Source: an optimization exercise on an open RTL-to-GDS flow (aim: small area). Production flows keep margins and buffers that such runs may drop. Only simulation tests tie the RTL to the original design; equivalence was not proved. Power figures rest on the tool's default switching activity, not on a simulated workload.

==> flow/design.v <==
package regfile_pkg;
  typedef enum logic [1:0] {
    IDLE  = 2'd0,
    SWEEP = 2'd1,
    DONE  = 2'd2
  } clr_state_e;
endpackage
module regfile_clr_seq
#(
  parameter int DEPTH = 32,
  parameter int AW    = $clog2(DEPTH)
) (
  input  logic          clk_i,
  input  logic          r_i,
  input  logic          clr_req_i,
  output logic [AW-1:0] index_o,
  output logic          sweep_we_o,
  output logic          clr_busy_o,
  output logic          clr_done_o
);
  localparam logic [AW-1:0] LAST = AW'(DEPTH - 1);
  regfile_pkg::clr_state_e    state_q, state_d;
  logic [AW-1:0] index_q, index_d;
  always_ff @(posedge clk_i) begin
    if (r_i) begin
      state_q <= regfile_pkg::IDLE;
      index_q <= '0;
    end else begin
      state_q <= state_d;
      index_q <= index_d;
    end
  end
  always_comb begin
    state_d = state_q;
    index_d = index_q;
    case (state_q)
      regfile_pkg::IDLE: begin
        if (clr_req_i) begin
          state_d = regfile_pkg::SWEEP;
          index_d = '0;
        end
      end
      regfile_pkg::SWEEP: begin
        index_d = index_q + AW'(1);
        if (index_q == LAST) begin
          state_d = regfile_pkg::DONE;
          index_d = '0;
        end
      end
      regfile_pkg::DONE:    state_d = regfile_pkg::IDLE;
      default: state_d = regfile_pkg::IDLE;
    endcase
  end
  assign index_o    = index_q;
  assign sweep_we_o = (state_q == regfile_pkg::SWEEP);
  assign clr_busy_o = (state_q != regfile_pkg::IDLE);
  assign clr_done_o = (state_q == regfile_pkg::DONE);
endmodule
module param_register_file
#(
  parameter int N        = 32,
  parameter int DEPTH    = 32,
  parameter int ZERO_REG = 1,
  localparam int AW      = $clog2(DEPTH)
) (
  input  logic          Clk,
  input  logic          R,
  input  logic          En,
  input  logic [AW-1:0] WAddr,
  input  logic [N-1:0]  D,
  input  logic [AW-1:0] RAddrA,
  input  logic [AW-1:0] RAddrB,
  input  logic          ClrReq,
  output logic [N-1:0]  QA,
  output logic [N-1:0]  QB,
  output logic          ClrBusy,
  output logic          ClrDone
);
  localparam int LO = (ZERO_REG != 0) ? 1 : 0;
  logic [N-1:0]  mem_q [DEPTH];
  logic [DEPTH-1:0] valid_q;
  logic [AW-1:0] ra_q, rb_q;
  logic [AW-1:0] sweep_idx;
  logic          sweep_we;
  regfile_clr_seq #(
    .DEPTH (DEPTH),
    .AW    (AW)
  ) u_clr_seq (
    .clk_i      (Clk),
    .r_i        (R),
    .clr_req_i  (ClrReq),
    .index_o    (sweep_idx),
    .sweep_we_o (sweep_we),
    .clr_busy_o (ClrBusy),
    .clr_done_o (ClrDone)
  );
  always_ff @(posedge Clk) begin
    ra_q <= RAddrA;
    rb_q <= RAddrB;
  end
  for (genvar i = 0; i < DEPTH; i++) begin : g_ent
    if (i < LO) begin : g_zero
      assign mem_q[i]   = '0;
      assign valid_q[i] = 1'b0;
    end else begin : g_reg
      logic we;
      assign we = En && !ClrBusy && (WAddr == AW'(i));
      always_ff @(posedge Clk) begin
        if (we) mem_q[i] <= D;
      end
      always_ff @(posedge Clk) begin
        if (R) valid_q[i] <= 1'b0;
        else if (we) valid_q[i] <= 1'b1;
        else if (sweep_we && (sweep_idx == AW'(i))) valid_q[i] <= 1'b0;
      end
    end
  end
  logic [DEPTH-1:0] sel_a, sel_b;
  logic [N-1:0]     mem_t [DEPTH];   
  always_comb begin
    for (int i = 0; i < DEPTH; i++) begin
      sel_a[i] = valid_q[i] && (ra_q == AW'(i));
      sel_b[i] = valid_q[i] && (rb_q == AW'(i));
    end
  end
  for (genvar b = 0; b < N; b++) begin : g_bit
    logic [DEPTH-LO-1:0] col;
    for (genvar i = LO; i < DEPTH; i++) begin : g_col
      assign col[i-LO] = mem_q[i][b];
    end
    regfile_rd_or #(.NE(DEPTH-LO)) u_rd_a (.d_i(col), .sel_i(sel_a[DEPTH-1:LO]), .q_o(QA[b]));
    regfile_rd_or #(.NE(DEPTH-LO)) u_rd_b (.d_i(col), .sel_i(sel_b[DEPTH-1:LO]), .q_o(QB[b]));
  end
endmodule
module regfile_rd_or
#(
  parameter int NE = 31
) (
  input  logic [NE-1:0] d_i,
  input  logic [NE-1:0] sel_i,
  output logic          q_o
);
  localparam int NG = NE / 3;
  localparam int NR = NE - 3 * NG;
  logic [NG-1:0] grp_n;
  logic          rest;
  for (genvar g = 0; g < NG; g++) begin : g_grp
    regfile_aoi222 u_aoi (.d_i(d_i[3*g +: 3]), .s_i(sel_i[3*g +: 3]), .y_no(grp_n[g]));
  end
  if (NR > 0) begin : g_rest
    assign rest = |(d_i[NE-1 -: NR] & sel_i[NE-1 -: NR]);
  end else begin : g_norest
    assign rest = 1'b0;
  end
  assign q_o = ~&grp_n | rest;
endmodule
module regfile_aoi222 (
  input  logic [2:0] d_i,
  input  logic [2:0] s_i,
  output logic       y_no
);
  assign y_no = ~|(d_i & s_i);
endmodule
==> flow/config.mk <==
export PLATFORM = sky130hd
export DESIGN_NAME = param_register_file
export DESIGN_NICKNAME = param_register_file
export VERILOG_FILES = /design/flow/design.v
export SDC_FILE = /design/flow/constraint.sdc
export NUM_CORES = 4
export LEC_CHECK = 0
export CAP_MARGIN = 20
export CORE_MARGIN = 2
export CORE_UTILIZATION = 70
export CTS_CLUSTER_DIAMETER = 80
export CTS_CLUSTER_SIZE = 25
export PLACE_DENSITY = 0.8
export SLEW_MARGIN = 20
export SYNTH_HIERARCHICAL = 1
export SYNTH_MINIMUM_KEEP_SIZE = 0
==> flow/constraint.sdc <==
create_clock -name core_clock -period 6.0 [get_ports {Clk}]
set_input_delay 1.2000 -clock core_clock [delete_from_list [all_inputs] [get_ports {Clk}]]
set_output_delay 1.2000 -clock core_clock [all_outputs]
set_load 0.01 [all_outputs]
standard.sh (not shown) runs the stock make flow with config.mk's settings and CLKGATE_MAP_FILE= SYNTH_SCRIPT=/design/flow/synth_recipe.tcl, a recipe that flattens the netlist after the stock synthesis.
==> flow/flow/run.sh <==
#!/bin/bash
# The standard layout, except that the port buffers are buf_2 cells instead of
# the slow clkdlybuf4s50_1 cells buffer_ports picks by default. Every input and
# output port still gets its own buffer.
set -euo pipefail
bash standard.sh "BUFFER_PORTS_ARGS=-buffer_cell sky130_fd_sc_hd__buf_2" finish > standard_flow.log 2>&1
==> next run, changes <==
--- a/flow/design.v
+++ b/flow/design.v
@@ -75,13 +75,12 @@
   output logic [N-1:0]  QB,
   output logic          ClrBusy,
   output logic          ClrDone
 );
   localparam int LO = (ZERO_REG != 0) ? 1 : 0;
   logic [N-1:0]  mem_q [DEPTH];
-  logic [DEPTH-1:0] valid_q;
   logic [AW-1:0] ra_q, rb_q;
   logic [AW-1:0] sweep_idx;
   logic          sweep_we;
   regfile_clr_seq #(
     .DEPTH (DEPTH),
     .AW    (AW)
@@ -95,35 +94,36 @@
     .clr_done_o (ClrDone)
   );
   always_ff @(posedge Clk) begin
     ra_q <= RAddrA;
     rb_q <= RAddrB;
   end
+  logic          user_we;
+  logic          upd_act;
+  logic [AW-1:0] upd_addr;
+  logic [N-1:0]  wdata;
+  assign user_we  = En && !ClrBusy;
+  assign upd_act  = user_we || sweep_we;
+  assign upd_addr = ClrBusy ? sweep_idx : WAddr;
+  assign wdata    = (R || ClrBusy) ? '0 : D;
   for (genvar i = 0; i < DEPTH; i++) begin : g_ent
     if (i < LO) begin : g_zero
-      assign mem_q[i]   = '0;
-      assign valid_q[i] = 1'b0;
+      assign mem_q[i] = '0;
     end else begin : g_reg
       logic we;
-      assign we = En && !ClrBusy && (WAddr == AW'(i));
+      assign we = R || (upd_act && (upd_addr == AW'(i)));
       always_ff @(posedge Clk) begin
-        if (we) mem_q[i] <= D;
-      end
-      always_ff @(posedge Clk) begin
-        if (R) valid_q[i] <= 1'b0;
-        else if (we) valid_q[i] <= 1'b1;
-        else if (sweep_we && (sweep_idx == AW'(i))) valid_q[i] <= 1'b0;
+        if (we) mem_q[i] <= wdata;
       end
     end
   end
   logic [DEPTH-1:0] sel_a, sel_b;
-  logic [N-1:0]     mem_t [DEPTH];   
   always_comb begin
     for (int i = 0; i < DEPTH; i++) begin
-      sel_a[i] = valid_q[i] && (ra_q == AW'(i));
-      sel_b[i] = valid_q[i] && (rb_q == AW'(i));
+      sel_a[i] = (ra_q == AW'(i));
+      sel_b[i] = (rb_q == AW'(i));
     end
   end
   for (genvar b = 0; b < N; b++) begin : g_bit
     logic [DEPTH-LO-1:0] col;
     for (genvar i = LO; i < DEPTH; i++) begin : g_col
       assign col[i-LO] = mem_q[i][b];
Effect: Clock skew came out higher by 0.0094 ns; register-to-register slack loses 0.33 ns; cell area came out higher by 0.59%; die area came out lower by 2.2%; core utilization came out higher by 2.2 points; clock power hardly moves; power came out higher by 13%; global-route usage came out higher by 1.8 points; worst hold slack gains 0.13 ns; wire length came out higher by 2.4%; fmax came out lower by 3.2%; sequential power came out higher by 7.1%; cell count came out lower by 1.3%.

separate check: timing with driven ports:
Ports are ideal in the flow. The routed layouts listed here were re-timed in OpenROAD.
Step 1 (the two cells are an assumption about what drives the block):
set clk [get_ports {Clk}]
set_driving_cell -lib_cell sky130_fd_sc_hd__clkbuf_16 $clk
set_driving_cell -lib_cell sky130_fd_sc_hd__buf_2 [delete_from_list [all_inputs] $clk]
Step 2 adds t to the input delays and takes it off the output delays; t is the mean of the earliest and latest rising clock arrival at the registers after step 1. Input paths then give back, and output paths get back, about the clock's delay inside the block.
Slacks: no drivers / after step 1 / after step 2; pairs: no drivers / after step 1.
run	t (ns)	slack for setup (ns)	slew at the worst register clock pin (ns)	worst slew at a driven data input, ns	pins driven straight from the clock port
the first run	0.699	0.962 / 0.898 / 1.597	0.10 / 0.10	0.09	1
the second run	0.698	0.795 / 0.731 / 1.429	0.11 / 0.11	0.10	1
After both steps every run listed still meets setup and hold.
